This is an optimization exercise on Yosys and OpenROAD, whose aim is small area, a short achievable clock period and few clock cycles per item, not a production implementation. At most, simulation tests tie the RTL to the original design; equivalence was not proved. For run 2, only the layout was checked, not whether the RTL still works. Power is estimated from default activity; no workload was simulated.

==> flow/design.v, too long to show whole: its modules and the start of the top module <==
// module conv_csr: 57 lines
// module conv_mac: 858 lines
// module conv_fa: 4 lines
// module conv_ha: 4 lines
// module conv_requant: 68 lines
// module conv_core: 65 lines
module conv_core
(
	input  logic      clk,
	input  logic      rst,
	input  logic      csr_wr,
	input  logic      csr_rd,
	input  conv_pkg::csr_addr_t csr_addr,
	input  conv_pkg::csr_data_t csr_wdata,
	output logic      csr_rd_vld,
	output conv_pkg::csr_data_t csr_rdata,
	input  logic      dat_vld,
	input  conv_pkg::dat_vec_t  dat,
	input  conv_pkg::dat_vec_t  wt,
	input  logic      last,
	input  conv_pkg::dat_t      res,
	output logic      out_vld,
	output conv_pkg::dat_t      out_dat
);
  // ...
==> flow/flow/run.sh <==
#!/bin/bash
# The standard layout with three changes to how it is made: small port
# buffers in place of the default delay cells, clock-tree synthesis with
# larger sink clusters and no dummy loads, and timing repair that aims for
# 7.8 ns of setup slack on the 11 ns clock.
set -euo pipefail
bash standard.sh \
	"BUFFER_PORTS_ARGS=-buffer_cell sky130_fd_sc_hd__buf_1" \
	"CTS_ARGS=-sink_clustering_enable -repair_clock_nets -dont_use_dummy_load -sink_clustering_size 24 -sink_clustering_max_diameter 80" \
	SETUP_SLACK_MARGIN=7.8 \
	finish > standard.log 2>&1
==> flow/standard.sh <==
#!/bin/bash
# synth_recipe.tcl (not shown) runs the flow's synth.tcl, then flattens the netlist and writes it again
# the make line also repeats each setting of config.mk as NAME=value (left out here)
make -C /OpenROAD-flow-scripts/flow DESIGN_CONFIG=/design/flow/config.mk WORK_HOME=/design/flow/orfs CLKGATE_MAP_FILE= SYNTH_SCRIPT=/design/flow/synth_recipe.tcl "${@:-finish}"
==> flow/config.mk <==
export PLATFORM = sky130hd
export DESIGN_NAME = conv_core
export DESIGN_NICKNAME = conv_core
export VERILOG_FILES = /design/flow/design.v
export SDC_FILE = /design/flow/constraint.sdc
export NUM_CORES = 4
export LEC_CHECK = 0
export CAP_MARGIN = 20
export CORE_MARGIN = 2
export CORE_UTILIZATION = 40
export SLEW_MARGIN = 20
export SYNTH_HIERARCHICAL = 1
export TNS_END_PERCENT = 10
==> flow/constraint.sdc <==
create_clock -name core_clock -period 11.0 [get_ports {clk}]
set_input_delay 2.2000 -clock core_clock [delete_from_list [all_inputs] [get_ports {clk}]]
set_output_delay 2.2000 -clock core_clock [all_outputs]
set_load 0.01 [all_outputs]
==> impl_metrics.json, run 1 <==
{
  "switching_share_pct": 43.8,
  "netlist.area_leader.share_pct": 29.5,
  "clk_share_pct": 2.47,
  "top_layer": "met4",
  "hpwlAfterDp_um": 51500,
  "cp.arrival_ns": 1.08,
  "tightest_slew_ns": 0.864,
  "post-place-ws_ns": 7.42,
  "clock.fmax_mhz": 305,
  "relSlewSlack_pct": 42.3,
  "power_combinational_mw": 4.83,
  "post-route-drc-count": 0,
  "p_total_mw": 7.63,
  "synth_fa_ha_area_share_pct": 29.1,
  "nWellTaps": 790,
  "crit_slowest_cell": "dfxtp_4",
  "drt-pass1-iter-count": 6,
  "grt_setup_unrepaired": "yes",
  "cts_root_buf": "clkbuf_16",
  "status": "timing/DRC/antenna clean",
  "end_kind": "primary output",
  "drive_gt1_share_pct": 8.72,
  "hold_path_depth": 0,
  "synth_simple_gate_area_share_pct": 8.30,
  "crit_chain": "buf_2",
  "synthMostInstantiatedCell": "dfxtp_1",
  "synthArstFlopShare_pct": 0,
  "p_per_area_nw_per_um2": 290,
  "synth_edf_count": 0,
  "cts_hold_buf": 0
}
Testbench counts, summed over its fixed seeds: cycles 16,701, beats 16,661.
==> module conv_csr, before the edit <==
module conv_csr
(
	input  logic        clk,
	input  logic        rst,
	input  logic        csr_wr,
	input  logic        csr_rd,
	input  logic [1:0]  csr_addr,
	input  logic [31:0] csr_wdata,
	output logic        csr_rd_vld,
	output logic [31:0] csr_rdata,
	output logic        relu_en,
	output logic        res_en,
	output logic [4:0]  out_shift
);
	localparam logic [31:0] ID = 32'h434f_4e56;
	logic [4:0] rd_lo;
	logic [2:0] rd_id;
	always_ff @(posedge clk) begin
		if (rst) begin
			relu_en   <= 1'b0;
			res_en    <= 1'b0;
			out_shift <= '0;
		end else if (csr_wr) begin
			if (csr_addr == 2'd0) begin
				relu_en <= csr_wdata[0];
				res_en  <= csr_wdata[1];
			end
			if (csr_addr == 2'd1) begin
				out_shift <= csr_wdata[4:0];
			end
		end
	end
	always_ff @(posedge clk) begin
		if (rst) begin
			csr_rd_vld <= 1'b0;
		end else begin
			csr_rd_vld <= csr_rd;
		end
	end
	always_ff @(posedge clk) begin
		case (csr_addr)
			2'd0:  rd_lo <= {3'b000, res_en, relu_en};
			2'd1: rd_lo <= out_shift;
			2'd2:    rd_lo <= ID[4:0];
			default:            rd_lo <= 5'd0;
		endcase
		rd_id[0] <= (csr_addr == 2'd2);
		rd_id[1] <= (csr_addr == 2'd2) & csr_rd;
		rd_id[2] <= (csr_addr == 2'd2) & ~rst;
	end
	always_comb begin
		csr_rdata = {27'd0, rd_lo};
		for (int k = 5; k < 32; k++) begin
			csr_rdata[k] = ID[k] & rd_id[k % 3];
		end
	end
endmodule
==> module conv_requant, before the edit <==
module conv_requant
(
	input  logic        clk,
	input  logic        rst,
	input  logic        acc_vld,
	input  logic [23:0] acc_a,
	input  logic [23:0] acc_b,
	input  logic [7:0]  acc_res,
	input  logic        relu_en,
	input  logic        res_en,
	input  logic [4:0]  out_shift,
	output logic        out_vld,
	output logic [7:0]  out_dat
);
	logic [23:0] sum;
	logic [40:0] ext;
	logic [40:0] sh;
	logic [10:0] part;
	logic        q_vld;
	logic [10:0] q_part;
	logic        q_ovf;
	logic        q_neg;
	logic [7:0]  q_res;
	logic [9:0]  win;
	logic        ovf;
	logic [9:0]  rsum;
	logic [7:0]  sat;
	always_comb begin
		sum  = acc_a + acc_b;
		ext  = {{16{sum[23]}}, sum, 1'b0};
		sh   = $signed(ext) >>> {out_shift[4:1], 1'b0};
		part = sh[10:0];
	end
	always_ff @(posedge clk) begin
		if (rst) begin
			q_vld   <= 1'b0;
			out_vld <= 1'b0;
		end else begin
			q_vld   <= acc_vld;
			out_vld <= q_vld;
		end
	end
	always_ff @(posedge clk) begin
		q_part <= part;
		q_ovf  <= |(sh[32:11] ^ {22{sum[23]}});
		q_neg  <= sum[23];
		q_res  <= acc_res & {8{res_en}};
	end
	always_comb begin
		win = out_shift[0] ? q_part[10:1] : q_part[9:0];
		ovf = q_ovf || (q_part[10] != q_neg) || (!out_shift[0] && q_part[9] != q_neg);
		rsum = 10'(({win[9], win[9:1], 1'b1} + {{2{q_res[7]}}, q_res, win[0]}) >> 1);
		if (ovf) begin
			sat = q_neg ? (relu_en ? 8'h00 : 8'h80) : 8'h7f;
		end else if (rsum[9] && relu_en) begin
			sat = 8'h00;
		end else if (!rsum[9] && rsum[8:7] != 2'b00) begin
			sat = 8'h7f;
		end else if (rsum[9] && rsum[8:7] != 2'b11) begin
			sat = 8'h80;
		end else begin
			sat = rsum[7:0];
		end
	end
	always_ff @(posedge clk) begin
		out_dat <= sat;
	end
endmodule
==> inputs of run 2 (changes only) <==
--- a/flow/design.v
+++ b/flow/design.v
@@ -22,7 +22,7 @@
 );
 	localparam logic [31:0] ID = 32'h434f_4e56;
 	logic [4:0] rd_lo;
-	logic [2:0] rd_id;
+	logic [3:0] rd_id;
 	always_ff @(posedge clk) begin
 		if (rst) begin
 			relu_en   <= 1'b0;
@@ -55,11 +55,17 @@
 		rd_id[0] <= (csr_addr == 2'd2);
 		rd_id[1] <= (csr_addr == 2'd2) & csr_rd;
 		rd_id[2] <= (csr_addr == 2'd2) & ~rst;
+		rd_id[3] <= (csr_addr == 2'd2) & csr_rd & ~rst;
 	end
 	always_comb begin
+		int n;
 		csr_rdata = {27'd0, rd_lo};
+		n = 0;
 		for (int k = 5; k < 32; k++) begin
-			csr_rdata[k] = ID[k] & rd_id[k % 3];
+			if (ID[k]) begin
+				csr_rdata[k] = rd_id[n % 4];
+				n++;
+			end
 		end
 	end
 endmodule
@@ -949,7 +955,7 @@
 	logic [10:0] part;
 	logic        q_vld;
 	logic [10:0] q_part;
-	logic        q_ovf;
+	logic [1:0]  q_ovf;
 	logic        q_neg;
 	logic [7:0]  q_res;
 	logic [9:0]  win;
@@ -973,13 +979,14 @@
 	end
 	always_ff @(posedge clk) begin
 		q_part <= part;
-		q_ovf  <= |(sh[32:11] ^ {22{sum[23]}});
+		q_ovf[0] <= |(sh[21:11] ^ {11{sum[23]}});
+		q_ovf[1] <= |(sh[32:22] ^ {11{sum[23]}});
 		q_neg  <= sum[23];
 		q_res  <= acc_res & {8{res_en}};
 	end
 	always_comb begin
 		win = out_shift[0] ? q_part[10:1] : q_part[9:0];
-		ovf = q_ovf || (q_part[10] != q_neg) || (!out_shift[0] && q_part[9] != q_neg);
+		ovf = (|q_ovf) || (q_part[10] != q_neg) || (!out_shift[0] && q_part[9] != q_neg);
 		rsum = 10'(({win[9], win[9:1], 1'b1} + {{2{q_res[7]}}, q_res, win[0]}) >> 1);
 		if (ovf) begin
 			sat = q_neg ? (relu_en ? 8'h00 : 8'h80) : 8'h7f;
--- a/flow/flow/run.sh
+++ b/flow/flow/run.sh
@@ -6,6 +6,6 @@
 set -euo pipefail
 bash standard.sh \
 	"BUFFER_PORTS_ARGS=-buffer_cell sky130_fd_sc_hd__buf_1" \
-	"CTS_ARGS=-sink_clustering_enable -repair_clock_nets -dont_use_dummy_load -sink_clustering_size 24 -sink_clustering_max_diameter 80" \
+	"CTS_ARGS=-sink_clustering_enable -repair_clock_nets -dont_use_dummy_load -sink_clustering_size 30 -sink_clustering_max_diameter 100" \
 	SETUP_SLACK_MARGIN=7.8 \
 	finish > standard.log 2>&1
--- a/flow/config.mk
+++ b/flow/config.mk
@@ -10,4 +10,3 @@
 export CORE_UTILIZATION = 40
 export SLEW_MARGIN = 20
 export SYNTH_HIERARCHICAL = 1
-export TNS_END_PERCENT = 10
==> run 2 against run 1 <==
  * Routed wire length shrank 0.88%
  * Sequential power is essentially flat
  * Cell count decreased by 0.73%
  * Synthesized area fell by 0.42%
  * Maximum frequency is 0.53% higher
  * Critical path depth unchanged
  * Global-route usage shrank 0.33 points
  * Non-clock buffer count is 17 higher
  * Critical path type unchanged
  * Largest power group unchanged
  * Highest routed layer unchanged
==> impl_metrics.json, run 2 <==
{
  "synth.distinct_cells": 80,
  "hpwlAfterDp_um": 50800,
  "cts_hold_buf": 0,
  "period_needed_ns": 3.26,
  "nNetsFinal": 2770,
  "drtAntennaViolNets": 0,
  "grt_start_max_net_pins": 66,
  "setup_tns_ns": 0,
  "stdcell_count": 2994,
  "post_drt_wl_per_cell_um": 20.9,
  "core_um2": 60600,
  "via_count": 15900,
  "status": "timing/DRC/antenna clean",
  "tightest_slew_ns": 0.836,
  "maxCapViolCount": 0,
  "grt-ovfl-total": 0,
  "grt_setup_unrepaired": "yes",
  "cts_tree": "done",
  "post-route-drc-count": 0,
  "cp.arrival_ns": 1.06,
  "fp-row-count": 90,
  "synthArstFlopShare_pct": 0,
  "dpl.cell_count": 2948,
  "pwr-share-seq_pct": 25.9,
  "cts_max_path_buffers": 3,
  "postSynthAreaPerCell_um2": 11.2,
  "antenna_found_initial": 0,
  "crit_family": "flip-flops",
  "drt-initial-drc-count": 1205,
  "fillers": 5749,
  "critPathMaxFanout": 3,
  "numCtsBuffers": 21,
  "synthCells": 2188,
  "drive_gt1_share_pct": 11.1,
  "cts_root_buf": "clkbuf_16",
  "critPathLaunchType": "flip-flop",
  "initial_core_util_pct": 40.6,
  "p_clk_share_pct": 10.1,
  "relSlewSlack_pct": 43.5,
  "pin_count": 218,
  "finalHoldViolations": 0,
  "crit_slowest_cell": "dfxtp_4",
  "fp.dieH_um": 252,
  "grt_pass1_vias": 16500,
  "ys_top_cells_by_area": "dfxtp_1 (30%), fa_1 (26%), xnor2_1 (9.8%)",
  "criticalPathCategory": "reg2out",
  "reg.largest.list": "u_mac.r1 x78, u_mac.d0 x64",
  "cpPeakStageDelay_ns": 0.37,
  "synth-warning-count": 9,
  "die_width_um": 252,
  "h-tree-depth": 1,
  "yosys-top-cells-count": "dfxtp_1 (365), fa_1 (322), xnor2_1 (274)",
  "synthMostInstantiatedCell": "dfxtp_1",
  "worst_hold_slack_ns": 0.335,
  "dieArea_um2": 63400,
  "via_per_inst": 5.31,
  "path_clk_slew_ns": 0.10,
  "synth_flop_cell": "dfxtp_1",
  "r2r_setup_slack_ns": 7.79,
  "clock-sinks": 365,
  "mostFrequentLayoutCell": "fa_1",
  "largest_reg_flops": 78,
  "hp-class": "reg2reg",
  "n_antenna_cell": 0,
  "setup_ws_ns": 7.74,
  "yosys.area.top_type": "dfxtp_1",
  "top_register": "u_mac.r1",
  "synth_seq_area_share_pct": 29.7,
  "synth-seq-cells": 365,
  "finalClockSkew_ns": 0.0632,
  "combPwrFrac_pct": 64.0,
  "place_congestion": 0.926,
  "clock.fmax_mhz": 306,
  "p_int_mw": 4.28,
  "grt.total_usage_pct": 19.6,
  "switching_share_pct": 43.7,
  "drv_slew": 0,
  "drt-pass1-iter-count": 6,
  "syn_area_um2": 24600,
  "crit_chain": "buf_6",
  "critPathRequiredTime_ns": 8.80,
  "end_kind": "primary output",
  "synth_edf_count": 0,
  "p_per_area_nw_per_um2": 288,
  "p_leak_nw": 9.73,
  "netlist.area_leader.share_pct": 29.7,
  "cp_num_buf_inv": 1,
  "final-setup-viol-count": 0,
  "mostFrequentLayoutCells": "fa_1 (320), dfxtp_1 (288), xnor2_1 (272), a22oi_1 (226), buf_1 (147)",
  "grt_pass1_wl_um": 96100,
  "io_buffers": 176,
  "fin_crit_sh_pct": 29.7,
  "post-place-ws_ns": 7.43,
  "power_switching_mw": 3.32,
  "detail_route.wirelength_um": 62500,
  "area_growth_pct": 7.33,
  "clk-insertion-delay-late_ns": 0.58,
  "ir_worst_vdd_uv": 149
}
run 2: cell count changes in the layout (fill, tap and decap cells not counted), moves of 6 or more:
cell	change
clkbuf_2	-10
buf_6	+13
nand2_1	-8
nand2b_1	+6
dfxtp_1	-13
buf_1	-15
buf_2	+12
dfxtp_2	+16
buf_4	+17
nor2_1	-6
run 2: worst paths after layout:
kind / from / end / cells after the start
hold reg to reg: u_mac.res0[3]$_DFF_P_ / u_mac.res1[3]$_DFF_P_ / 0
setup reg to reg: u_mac.acc_b[0]$_DFF_P_ / u_requant.q_part[3]$_DFF_P_ / 14
hold / removal: u_mac.res0[3]$_DFF_P_ / u_mac.res1[3]$_DFF_P_ / 0
setup / recovery: u_csr.rd_id[1]$_DFF_P_ / csr_rdata[22] / 1
run 2: final cells by class:
class	count	area [um2]	share of cell area, %
tap	782	978	3.71
timing repair buffer	205	1000	3.80
multi-input combinational	1575	16300	61.7
clock buffer	21	526	1.99
inverter	46	175	0.664
sequential	365	7410	28.1
run 2: per-module statistics from Yosys, one instance, submodules excluded, excerpt:
module | cell area, um2 | cells | copies in the design
conv_mac | 13200 | 1282 | 1
conv_requant | 3950 | 490 | 1
conv_csr | 785 | 77 | 1
conv_fa | 20.0 | 1 | 320
conv_ha | 12.5 | 1 | 19
run 2: timing repair:
item | in CTS | in global routing
buffers inserted | 9 | 16
gates resized for setup | 64 | 117
hold endpoints to repair | 0 | 0
setup endpoints to repair | 45 | 65
pin swaps | 13 | 20
run 2: routing by layer:
layer  vias to the layer above  global-route usage [%]  share of wire, %
li1                       7405                       -                 -
met1                      7990                    24.8                42
met2                       451                    36.1                52
met3                        58                    1.82               3.5
met4                         0                    4.34               2.4
met5                         -                       0                 0
run 2: power by group through the flow:
stage                     clock network [mW]  registers, mW  logic [mW]
final                                  0.765           1.97        4.86
after global routing                   0.839           2.01        5.41
after global placement                     0           1.98        4.51
after CTS                              0.797           1.96        4.72
after floorplan                            0           1.88        3.26
after detailed placement                   0           1.99        4.63
run 2: cells by family after synthesis:
kind of cell,Yosys count,synth area share (%)
AOI/OAI and AO/OA,458,13.4
muxes,39,2.14
other,1,0.0153
xor gates and xnor gates,340,12.1
adders and majority gates,380,29.2
and+or+nand+nor,344,8.04
DFF,365,29.7
buffers and inverters,261,5.31
run 2: metrics by stage:
stage | cell area [um2] | power, mW | utilization [%]
after global placement | 25200 | 6.49 | 41.5
after CTS | 25900 | 7.48 | 42.8
after global routing | 26400 | 8.26 | 43.5
after detailed placement | 25200 | 6.62 | 41.5
final | 26400 | 7.60 | 43.5
after floorplan | 24600 | 5.14 | -

==> static timing again, ports no longer ideal <==
Ports are ideal in the flow. The routed layouts listed here were re-timed in OpenROAD.
Step 1 (the two cells are an assumption about what drives the block):
set clk [get_ports {clk}]
set_driving_cell -lib_cell sky130_fd_sc_hd__clkbuf_16 $clk
set_driving_cell -lib_cell sky130_fd_sc_hd__buf_2 [delete_from_list [all_inputs] $clk]
Step 2 times the ports against the registers' clock, not the clock port: input delays grow and output delays shrink by t, the midpoint of the rising clock arrivals with the driver on.
Slacks: ideal ports / drivers / drivers and shift; pairs: ideal ports / drivers.
run	t (ns)	setup slack, ns	clock arrival spread, ns
run 1	0.625	7.720 / 7.660 / 7.761	0.055 / 0.055
run 2	0.611	7.737 / 7.675 / 7.787	0.070 / 0.070
After both steps every run listed still meets setup and hold.
